Background: an optimization exercise with open tools, aiming at small area, a short achievable clock period and few clock cycles per item. Do not read the settings as production practice. RTL that was checked went through simulation tests only; none was proved equivalent to the original.

## rbm_gibbs_top
module rbm_gibbs_top #(
   parameter int                            visible_dim = 16,
   parameter int                            hidden_dim  = 8,
   parameter int                            addr_width  = 8,
   parameter logic [rbm_pkg::prob_width-1:0] fwd_seed    = 8'h5a,
   parameter logic [rbm_pkg::prob_width-1:0] bwd_seed    = 8'hc3
) (
   input  logic                                   clock,
   input  logic                                   reset,
   input  logic                                   mode,
   input  logic                                   load_valid,
   output logic                                   load_ready,
   input  logic [addr_width-1:0]                  load_addr,
   input  logic signed [rbm_pkg::weight_width-1:0] load_data,
   input  logic                                   in_valid,
   output logic                                   in_ready,
   input  logic [visible_dim-1:0]                 in_visible,
   output logic                                   out_valid,
   input  logic                                   out_ready,
   output logic [hidden_dim-1:0]                  out_hidden,
   output logic [visible_dim-1:0]                 out_recon
);
   function automatic logic [13:0] acc_val(input logic [15:0] x);
      acc_val = x[14] ? 14'h1fff : (x[15] ? 14'h2001 : x[13:0]);
   endfunction
   function automatic logic [15:0] acc_add(input logic [15:0] x, input logic [11:0] w,
                                          input logic en, input logic lo, input logic hi);
      logic [13:0] a;
      logic [14:0] s;
      logic        pos;
      logic        neg;
      a   = acc_val(x);
      s   = {a[13], a} + (en ? {{3{w[11]}}, w} : 15'd0);
      pos = hi & ~s[14] & s[13];
      neg = lo & s[14] & (~s[13] | (s[12:0] == 13'd0));
  ...
Size: roughly 43000 cells after synthesis, about 5800 flip-flops, roughly 69 I/O pins, about 0.35 mm² of cells after synthesis.
clock: 10.0 ns
lec_check: 0
abc_area: 1
cap_margin: 20
core_margin: 2
core_utilization: 50
cts_cluster_diameter: 100
cts_cluster_size: 20
slew_margin: 20
standard.sh (not shown) runs the stock make flow with config.mk's settings and CLKGATE_MAP_FILE= SYNTH_SCRIPT=/design/flow/synth_recipe.tcl, a recipe that flattens the netlist after the stock synthesis.
==> flow/flow/run.sh <==
#!/bin/bash
# Standard synthesis and layout, with timing repair asked to aim below the design's
# clock period (a larger setup margin) and clock tree synthesis without dummy loads;
# the SDC and every other setting are unchanged.
set -uo pipefail
bash standard.sh SETUP_SLACK_MARGIN=6.55 \
  "CTS_ARGS=-sink_clustering_enable -repair_clock_nets -dont_use_dummy_load -sink_clustering_size 20 -sink_clustering_max_diameter 100" \
  finish > make_finish.log 2>&1
Testbench counts at the start, summed over its fixed seeds: cycles 1,216, items 1,024.
Change:
==> flow/flow/run.sh (replaced) <==
#!/bin/bash
# Standard synthesis and layout, with timing repair asked to aim below the design's
# clock period (a larger setup margin); the SDC and every other setting are unchanged.
set -uo pipefail
bash standard.sh SETUP_SLACK_MARGIN=6.55 finish > make_finish.log 2>&1
CTS_CLUSTER_DIAMETER = not set   (was 100)
CTS_CLUSTER_SIZE = not set   (was 20)
After rerunning:
- die area is unchanged
- count of clock-buffer cells in the layout increases by 516
- worst hold slack improved by 52 ps
- fmax is lower by 2.1%
- non-clock buffer count came out lower by 107
- synthesized cell count does not change
- first-iteration DRC count goes up by 2.0%
- final cell count is higher by 1.5%

---

Another version of the RTL of rbm_gibbs_top (not shown whole).
Size: ~69 I/O pins, ~380000 um^2 of cells after synthesis.
Settings: LEC_CHECK=0, ABC_AREA=1, CAP_MARGIN=20, CORE_MARGIN=2, CORE_UTILIZATION=40, SLEW_MARGIN=20; clock period 10.0 ns.
run.sh (not shown) runs the stock make flow with config.mk's settings and CLKGATE_MAP_FILE= SYNTH_SCRIPT=/design/flow/synth_recipe.tcl, a recipe that flattens the netlist after the stock synthesis.
Stock flow here: none of the scripts above is used.
Edit:
==> flow/flow/run.sh (new file) <==
#!/bin/bash
# Standard synthesis and layout, with timing repair asked to aim below the design's
# clock period (a larger setup margin); the SDC and every other setting are unchanged.
set -uo pipefail
bash standard.sh SETUP_SLACK_MARGIN=6.4 finish > make_finish.log 2>&1
==> flow/standard.sh (new file) <==
#!/bin/bash
# synth_recipe.tcl (not shown) runs the flow's synth.tcl, then flattens the netlist and writes it again
# the make line also repeats each setting of config.mk as NAME=value (left out here)
make -C /OpenROAD-flow-scripts/flow DESIGN_CONFIG=/design/flow/config.mk WORK_HOME=/design/flow/orfs CLKGATE_MAP_FILE= SYNTH_SCRIPT=/design/flow/synth_recipe.tcl "${@:-finish}"
removed: flow/run.sh
=>
- flip-flop and latch count stays the same
- clock skew is higher by 0.0081 ns
- cell area is higher by 0.40%
- synthesized area stays the same
- global-route usage is higher by 0.19 points
- via count is higher by 0.45%
- maximum frequency is higher by 21%
- worst setup slack gets better by 0.79 ns
- count of clock-buffer cells in the layout rises by 7
- routed wire length grows by 1.6%
Function was not checked in any run of this note: the RTL went through the layout flow alone.

---

Setup of JK:
Another version of the RTL of rbm_gibbs_top (not shown whole).
Size in the first run: ~37000 cells after synthesis, roughly 330000 µm² of cells after synthesis.
## rbm_gibbs_top
module rbm_gibbs_top #(
   parameter int                            visible_dim = 16,
   parameter int                            hidden_dim  = 8,
   parameter int                            addr_width  = 8,
   parameter logic [rbm_pkg::prob_width-1:0] fwd_seed    = 8'h5a,
   parameter logic [rbm_pkg::prob_width-1:0] bwd_seed    = 8'hc3
) (
   input  logic                                   clock,
   input  logic                                   reset,
   input  logic                                   mode,
   input  logic                                   load_valid,
   output logic                                   load_ready,
   input  logic [addr_width-1:0]                  load_addr,
   input  logic signed [rbm_pkg::weight_width-1:0] load_data,
   input  logic                                   in_valid,
   output logic                                   in_ready,
   input  logic [visible_dim-1:0]                 in_visible,
   output logic                                   out_valid,
   input  logic                                   out_ready,
   output logic [hidden_dim-1:0]                  out_hidden,
   output logic [visible_dim-1:0]                 out_recon
);
   function automatic logic [13:0] acc_val(input logic [15:0] x);
      acc_val = x[14] ? 14'h1fff : (x[15] ? 14'h2001 : x[13:0]);
   endfunction
   function automatic logic [15:0] acc_add(input logic [15:0] x, input logic [11:0] w,
                                          input logic en, input logic lo, input logic hi);
      logic [13:0] a;
      logic [14:0] s;
      logic        pos;
      logic        neg;
      a   = acc_val(x);
      s   = {a[13], a} + (en ? {{3{w[11]}}, w} : 15'd0);
      pos = hi & ~s[14] & s[13];
      neg = lo & s[14] & (~s[13] | (s[12:0] == 13'd0));
      if (hi && lo && (s[14] != s[13])) begin
  ...
==> flow/config.mk <==
export PLATFORM = sky130hd
export DESIGN_NAME = rbm_gibbs_top
export DESIGN_NICKNAME = rbm_gibbs_top
export VERILOG_FILES = /design/flow/design.v
export SDC_FILE = /design/flow/constraint.sdc
export NUM_CORES = 4
export LEC_CHECK = 0
export ABC_AREA = 1
export CAP_MARGIN = 20
export CORE_MARGIN = 2
export CORE_UTILIZATION = 45
export CTS_CLUSTER_DIAMETER = 100
export CTS_CLUSTER_SIZE = 20
export SLEW_MARGIN = 20
==> flow/constraint.sdc <==
create_clock -name core_clock -period 10.0 [get_ports {clock}]
set_input_delay 2.0000 -clock core_clock [delete_from_list [all_inputs] [get_ports {clock}]]
set_output_delay 2.0000 -clock core_clock [all_outputs]
set_load 0.01 [all_outputs]
standard.sh (not shown) runs the stock make flow with config.mk's settings and CLKGATE_MAP_FILE= SYNTH_SCRIPT=/design/flow/synth_recipe.tcl, a recipe that flattens the netlist after the stock synthesis.
==> flow/flow/run.sh <==
#!/bin/bash
# Standard synthesis and layout, with timing repair asked to aim below the design's
# clock period (a larger setup margin); the SDC and every other setting are unchanged.
set -uo pipefail
bash standard.sh SETUP_SLACK_MARGIN=6.25 finish > make_finish.log 2>&1
Per the final summary, JK finished and its layout is clean on timing, DRC and antenna.
Testbench counts of JK, summed over its fixed seeds: cycles 1,216, items 1,024.
Changes in MS relative to JK:
==> flow/flow/run.sh <==
#!/bin/bash
# Standard synthesis and layout, with timing repair asked to aim below the design's
# clock period (a larger setup margin) and clock tree synthesis without dummy loads;
# the SDC and every other setting are unchanged.
set -uo pipefail
bash standard.sh SETUP_SLACK_MARGIN=6.4 \
  "CTS_ARGS=-sink_clustering_enable -repair_clock_nets -dont_use_dummy_load -sink_clustering_size 20 -sink_clustering_max_diameter 100" \
  finish > make_finish.log 2>&1
Results
Row register-to-register slack: MS lower / JK higher. A launching instance or port of the critical path of s21_hid[6] is what MS shows, while mode_r belongs to JK. Changes observed in MS relative to JK: cell area after placement shows no meaningful change; routed wire length shows an increase of about 3%; multi-input logic cell count shows no meaningful change; post-layout instance area shows an increase of 4.5%. Diff JK -> MS | routability-driven placement congestion ratio | up slightly.

---

Another version of the RTL of rbm_gibbs_top (not shown whole).
Size in the first run: about 37,000 cells after synthesis, about 6,000 flip-flops, roughly 69 I/O pins, about 330,000 sq um of cells after synthesis.
clock: 10.0 ns
lec_check: 0
abc_area: 1
cap_margin: 20
core_margin: 2
core_utilization: 45
cts_cluster_diameter: 100
cts_cluster_size: 20
slew_margin: 20
==> flow/flow/run.sh <==
#!/bin/bash
# Standard synthesis and layout, with timing repair asked to aim below the design's
# clock period (a larger setup margin) and clock tree synthesis without dummy loads;
# the SDC and every other setting are unchanged.
set -uo pipefail
bash standard.sh SETUP_SLACK_MARGIN=6.4 \
  "CTS_ARGS=-sink_clustering_enable -repair_clock_nets -dont_use_dummy_load -sink_clustering_size 20 -sink_clustering_max_diameter 100" \
  finish > make_finish.log 2>&1
The starting point ran to the end with no violations.
Testbench counts at the start, summed over its fixed seeds: cycles 1,216, items 1,024.
Edit:
==> flow/flow/run.sh (replaced) <==
#!/bin/bash
# Standard synthesis and layout, with timing repair asked to aim below the design's
# clock period (a larger setup margin); the SDC and every other setting are unchanged.
set -uo pipefail
bash standard.sh SETUP_SLACK_MARGIN=6.25 finish > make_finish.log 2>&1
- The changed run went through all stages and came out clean
- routed wire length goes down by about 4%
- die area stays the same
- non-clock buffer count goes down by 697

## afterwards: timing with drivers on the ports
No port has a modelled driver above. Below, the same layouts with a new extraction and two added sets of constraints. Step 1 (the two cells are an assumption about what drives the block):
set clk [get_ports {clock}]
set_driving_cell -lib_cell sky130_fd_sc_hd__clkbuf_16 $clk
set_driving_cell -lib_cell sky130_fd_sc_hd__buf_2 [delete_from_list [all_inputs] $clk]
Step 2 adds t to the input delays and takes it off the output delays; t is the mean of the earliest and latest rising clock arrival at the registers after step 1. Input paths then give back, and output paths get back, about the clock's delay inside the block. a / b / c = ideal / step 1 / step 2; a / b = the first two.
run | t (ns) | slack for setup (ns) | worst data-port slew with drivers (ns)
the first run of note 1 | 1.151 | 6.193 / 6.165 / 5.340 | 0.28
the second run of note 1 | 1.279 | 6.112 / 6.104 / 5.269 | 0.27
the first run of note 2 | 1.218 | 5.508 / 5.508 / 4.818 | 0.05
the second run of note 2 | 1.217 | 6.298 / 6.145 / 5.694 | 0.05
JK | 1.204 | 6.213 / 6.194 / 5.155 | 0.09
MS | 1.199 | 6.193 / 6.193 / 5.261 | 0.13
the first run of note 4 | 1.174 | 6.098 / 6.098 / 5.337 | 0.08
the second run of note 4 | 1.218 | 6.094 / 6.094 / 4.985 | 0.06
After both steps every run listed still meets setup and hold. The setup slack of the second run of note 4, which loses most, moves by 0.000 ns with the drivers and by -1.109 ns with both steps.
